Source: an optimization exercise on an open RTL-to-GDS flow (aim: small area, a short achievable clock period and few clock cycles per item). Production flows keep margins and buffers that such runs may drop.
In this exercise RTL edits were held to simulation tests only and were not proved equivalent to the original.

==> flow/design.v (outline; a module is shown in full before it is edited, if it fits) <==
// module fir_mac: 7494 lines
// module fir_mac_ctrl: 104 lines
module fir_mac_ctrl #(
  parameter int DW   = FIR_DW,
  parameter int CW   = FIR_CW,
  parameter int TAPS = FIR_TAPS,
  parameter int AW   = $clog2(TAPS),
  parameter int ACCW = DW + CW + $clog2(TAPS)
) (
  input  logic            clk,
  input  logic            rst_n,
  input  logic            in_valid,
  output logic            in_ready,
  input  logic [DW-1:0]   in_data,
  input  logic            coef_we,
  input  logic [AW-1:0]   coef_addr,
  input  logic [CW-1:0]   coef_data,
  output logic            out_valid,
  input  logic            out_ready,
  output logic [ACCW-1:0] out_data,
  output logic            busy
);
  // ...
==> flow/run.sh <==
#!/bin/bash
# synth_recipe.tcl (not shown) runs the flow's synth.tcl, then flattens the netlist and writes it again
# the make line also repeats each setting of config.mk as NAME=value (left out here)
make -C /OpenROAD-flow-scripts/flow DESIGN_CONFIG=/design/flow/config.mk WORK_HOME=/design/flow/orfs CLKGATE_MAP_FILE= SYNTH_SCRIPT=/design/flow/synth_recipe.tcl finish
==> flow/config.mk <==
export PLATFORM = sky130hd
export DESIGN_NAME = fir_mac_ctrl
export DESIGN_NICKNAME = fir_mac_ctrl
export VERILOG_FILES = /design/flow/design.v
export SDC_FILE = /design/flow/constraint.sdc
export NUM_CORES = 4
export LEC_CHECK = 0
export CAP_MARGIN = 20
export CORE_MARGIN = 2
export CORE_UTILIZATION = 40
export SLEW_MARGIN = 20
==> flow/constraint.sdc <==
create_clock -name core_clock -period 10.0 [get_ports {clk}]
set_input_delay 2.0000 -clock core_clock [delete_from_list [all_inputs] [get_ports {clk}]]
set_output_delay 2.0000 -clock core_clock [all_outputs]
set_load 0.01 [all_outputs]
==> run summary, run 1 <==
Outcome - timing/DRC/antenna clean
Rel. slew slack - 0.0689
Largest register by flop count - u_mac.p1_q
Asr flop ratio synth - 0.370
Sequential fraction of the synthesis area - 0.248
Top Registers - u_mac.p1_q x534, x_q x256, c_q x200
CTS max path bufs - 4
Post-CTS Resized - 0
First-pass DRT Iterations - 9
Fin cells - 17.1k
RSZ-0062 raised after global routing - no
Multi-input gates - 8094
Worst R2R End - u_mac.p1_q[87]$_DFFE_PN_
Routability cong. - 1.11
Layout clock area frac - 0.0339
Synth warn - 2
GRT Max-Usage Layer - met2
Hold Path Class - reg2reg
Synthesized instance count - 13.1k
Syn Area/Cell - 10.7 um^2
Die footprint - 0.356 mm^2
Commonest non-fill, non-tap cell in the layout - inv_1
Post-route ant nets - 0
Largest cell class by area - multi-input combinational cells
Hold Buf Count CTS - 0
Seq cells post-synth - 1250
Testbench counts, summed over its fixed seeds: cycles 2,032, items 2,000.
==> run 2: changes to the inputs <==
==> flow/flow/run.sh (new file) <==
#!/bin/bash
# Layout with the standard ORFS flow (standard.sh), with two changes in how
# the layout is made:
#  - synthesis skips Yosys's early 'abc -fast' pass (SYNTH_ARGS=-noabc), so the
#    full adders that extract_fa finds map to fa cells without extra inverters;
#    registers, their names and cell types are the same as standard synthesis;
#  - the port buffers are buf_4 cells.
# Each ORFS step writes its own log under orfs/logs; make's output goes to
# make_finish.log.
set -o pipefail
bash standard.sh SYNTH_ARGS=-noabc "BUFFER_PORTS_ARGS=-buffer_cell sky130_fd_sc_hd__buf_4" finish > make_finish.log 2>&1
==> flow/standard.sh (new file) <==
#!/bin/bash
# synth_recipe.tcl (not shown) runs the flow's synth.tcl, then flattens the netlist and writes it again
# the make line also repeats each setting of config.mk as NAME=value (left out here)
make -C /OpenROAD-flow-scripts/flow DESIGN_CONFIG=/design/flow/config.mk WORK_HOME=/design/flow/orfs CLKGATE_MAP_FILE= SYNTH_SCRIPT=/design/flow/synth_recipe.tcl "${@:-finish}"
removed: flow/run.sh
==> run summary, run 2 <==
Outcome - timing/DRC/antenna clean
Crit path max fanout - 6
Core ar. - 0.333 mm^2
# IOs - 110
First-pass GRT wire length - 886 mm
Die extent in x - 582 um
Max-cap violations - 0
Worst Path Required - 10.60 ns
Final WL - 655 mm
Startpoint Class - flop
Total track usage - 0.381
Post-CTS Resized - 0 (unchanged)
Via count - 102k
Top Registers - u_mac.p1_q x534, x_q x256, c_q x200
Type of the worst setup path - reg2reg
Post-route DRC - 0
Routability cong. - 1.05 (-4.8%)
Htree depth - 4
Post-route ant nets - 0 (unchanged)
Row count - 212
Sequential fraction of the synthesis area - 0.262 (+0.0134)
Final setup viols - 0
Hold slack - 0.417 ns
Largest cells by area after synthesis - fa_1 36%, edfxtp_1 17%, xnor2_1 13%, a22oi_1 11%, dfrtp_1 8.7%
Tcrit/Tclk final - 0.495
CTS max path bufs - 4 (unchanged)
Rel. slew slack - 0.0502 (-0.0187)
Synth warn - 2 (unchanged)
Synthesized Nets - 13.6k
CTS Buf Count - 155
Clk slew on worst S/H paths - 0.06 ns
Worst slew pin tran - 1.42 ns
Fin cells - 14.7k (-14%)
Final hold viol count - 0
Layout Area Growth over Synthesis - 6.46%
Fillers - 30.7k
Synth cell count leaders - 2396 x fa_1, 2012 x xnor2_1, 1986 x a22oi_1, 1174 x clkbuf_1, 755 x edfxtp_1
Fmax - 202 MHz
CTS tree - yes
Seq cells post-synth - 1250 (unchanged)
Mapped cell area - 0.133 mm^2
Worst-skew pair later-pin latency - 0.91 ns
Synth Flop Type - edfxtp_1
Count leader, synth - fa_1
Commonest non-fill, non-tap cell in the layout - fa_1
I/O Buffers - 109
Die footprint - 0.338 mm^2 (-5.1%)
Initial Util - 0.401
Hold Buf Count CTS - 0 (unchanged)
Crit path DAT - 5.55 ns
Asr flop ratio synth - 0.370 (unchanged)
Clock root cell - clkbuf_16
Placed insts - 14.4k
Syn Area/Cell - 12.1 um^2 (+13%)
RSZ-0062 raised after global routing - no
Share of cells above drive strength 1 - 0.108
Yosys cell types - 69
First-pass DRT Iterations - 11 (+2)
Die Ht - 582 um
Synthesized instance count - 11.0k (-16%)
Commonest non-fill, non-tap cells in the layout - 2396 x fa_1, 2012 x xnor2_1, 1986 x a22oi_1
Post-route setup TNS - 0 ns
Dpl hpwl - 470 mm
PnR worst setup slack - 5.05 ns
Crit end category - flop
Post-CTS setup buffer count - 0
Largest net degree at the start of global routing - 162
Vias/cell - 6.97
Layout Nets - 12.7k
Routed WL per cell - 44.6 um
Largest register by flop count - u_mac.p1_q
Number of flops mapped to enable cells by yosys - 755
Initial antenna violation count - 47
Clock Skew - 0.0789 ns
Slew Viols, Final - 0
Hold Path Class - reg2reg
DRT iter0 DRCs - 19.3k
Post-synth top area share - 0.359
Clock tree sinks - 1250
Global route overflow - 0
Largest register FFs - 534
Number of global-route vias before repair - 103k
Place WS - 4.99 ns
Fin crit period - 4.95 ns
Synth area leader - fa_1
==> run 2: cell types whose count changed after synthesis, moves of 27 or more <==
cell,before,now
inv_1,2390,217
clkbuf_1,1105,1174
nand2_1,600,535
o21ai_0,179,126
xnor2_1,1704,2012
xor2_1,457,102
and2_1,72,220
mux2_2,335,300
ha_1,87,134
buf_1,247,220
fa_1,2347,2396
==> run 2: routing by layer <==
metal,share of wire,wire [um],global-route usage
met1,0.36,235000,0.468
met2,0.38,250000,0.504
met3,0.19,126000,0.254
met4,0.063,41500,0.176
met5,0.0044,2860,0.0506
==> run 2: cell families (layout without fill, tap and decap cells) <==
logic type	count (synthesis)	count (layout)	share of synthesized area
adders and majority gates	2530	2530	0.372
AOI/OAI and AO/OA	2283	2283	0.125
xor gates and xnor gates	2114	2114	0.139
buffers and inverters	1622	876	0.0459
DFF	1250	1250	0.262
and+or+nand+nor	906	906	0.0314
muxes	300	300	0.0253
other	0	40	0
==> run 2: area by class of cell <==
cell class              instances  area (um^2)  area share
multi-input cells            8133        92400       0.651
flip-flops and latches       1250        35100       0.247
well taps                    4387         5490      0.0386
clock buffers                 193         4230      0.0297
repair buffers                382         2990      0.0211
clock inverters                82          841     0.00592
inverters                     219          826     0.00581
diodes                         40          100    0.000705
==> run 2: worst max-delay path, cell delays in order (launching register included) <==
cell,delay [ns]
edfxtp_1,0.41
fa_1,0.52
fa_1,0.49
ha_1,0.44
nand2_1,0.19
nor3_1,0.63
nor3b_1,0.68
a21oi_2,0.37
o31ai_2,0.57
a221oi_1,0.17
xnor2_1,0.16
==> run 2: final timing paths <==
path | slack (ns) | cells past startpoint | end | startpoint
max in group asynchronous | 6.45 | 3 | x_q[167]$_DFFE_PN0P_ | rst_n
min in group asynchronous | 1.06 | 1 | x_q[28]$_DFFE_PN0P_ | rst_n
worst max-delay path | 5.05 | 10 | u_mac.y_o[48]$_DFFE_PN_ | u_mac.p2_q[56]$_DFFE_PN_
worst min register to register | 0.42 | 0 | u_mac.p2_q[1]$_DFFE_PN_ | u_mac.p1_q[1]$_DFFE_PN_
worst min-delay path | 0.42 | 0 | u_mac.p2_q[1]$_DFFE_PN_ | u_mac.p1_q[1]$_DFFE_PN_
worst max register to register | 5.05 | 10 | u_mac.y_o[48]$_DFFE_PN_ | u_mac.p2_q[56]$_DFFE_PN_
==> run 2: per-stage QoR <==
step	utilization	cell area, um^2
floorplan	-	133000
global placement	0.411	137000
detailed placement	0.411	137000
CTS	0.427	142000
global route	0.427	142000
finish	0.427	142000

-- re-timing with driven ports --
The results above use ideal ports. As a check the final layouts listed here were re-extracted and re-timed, cells and wires unchanged.
Step 1: set_driving_cell puts a clkbuf_16 on clk and a buf_2 on each other input, an assumption about the parent block.
Step 2 adds t to the input delays and takes it off the output delays; t is the mean of the earliest and latest rising clock arrival at the registers after step 1. Input paths then give back, and output paths get back, about the clock's delay inside the block.
Slacks: no drivers / after step 1 / after step 2; pairs: no drivers / after step 1.
run | t (ns) | slack for setup (ns) | cell pins on the clock port's net
run 1 | 0.996 | 4.755 / 4.755 / 4.476 | 1
run 2 | 0.973 | 5.048 / 5.048 / 5.048 | 1
After both steps setup and hold are still met in every run listed. The setup slack of run 1, which loses most, moves by 0.000 ns with the drivers and by -0.279 ns with both steps.
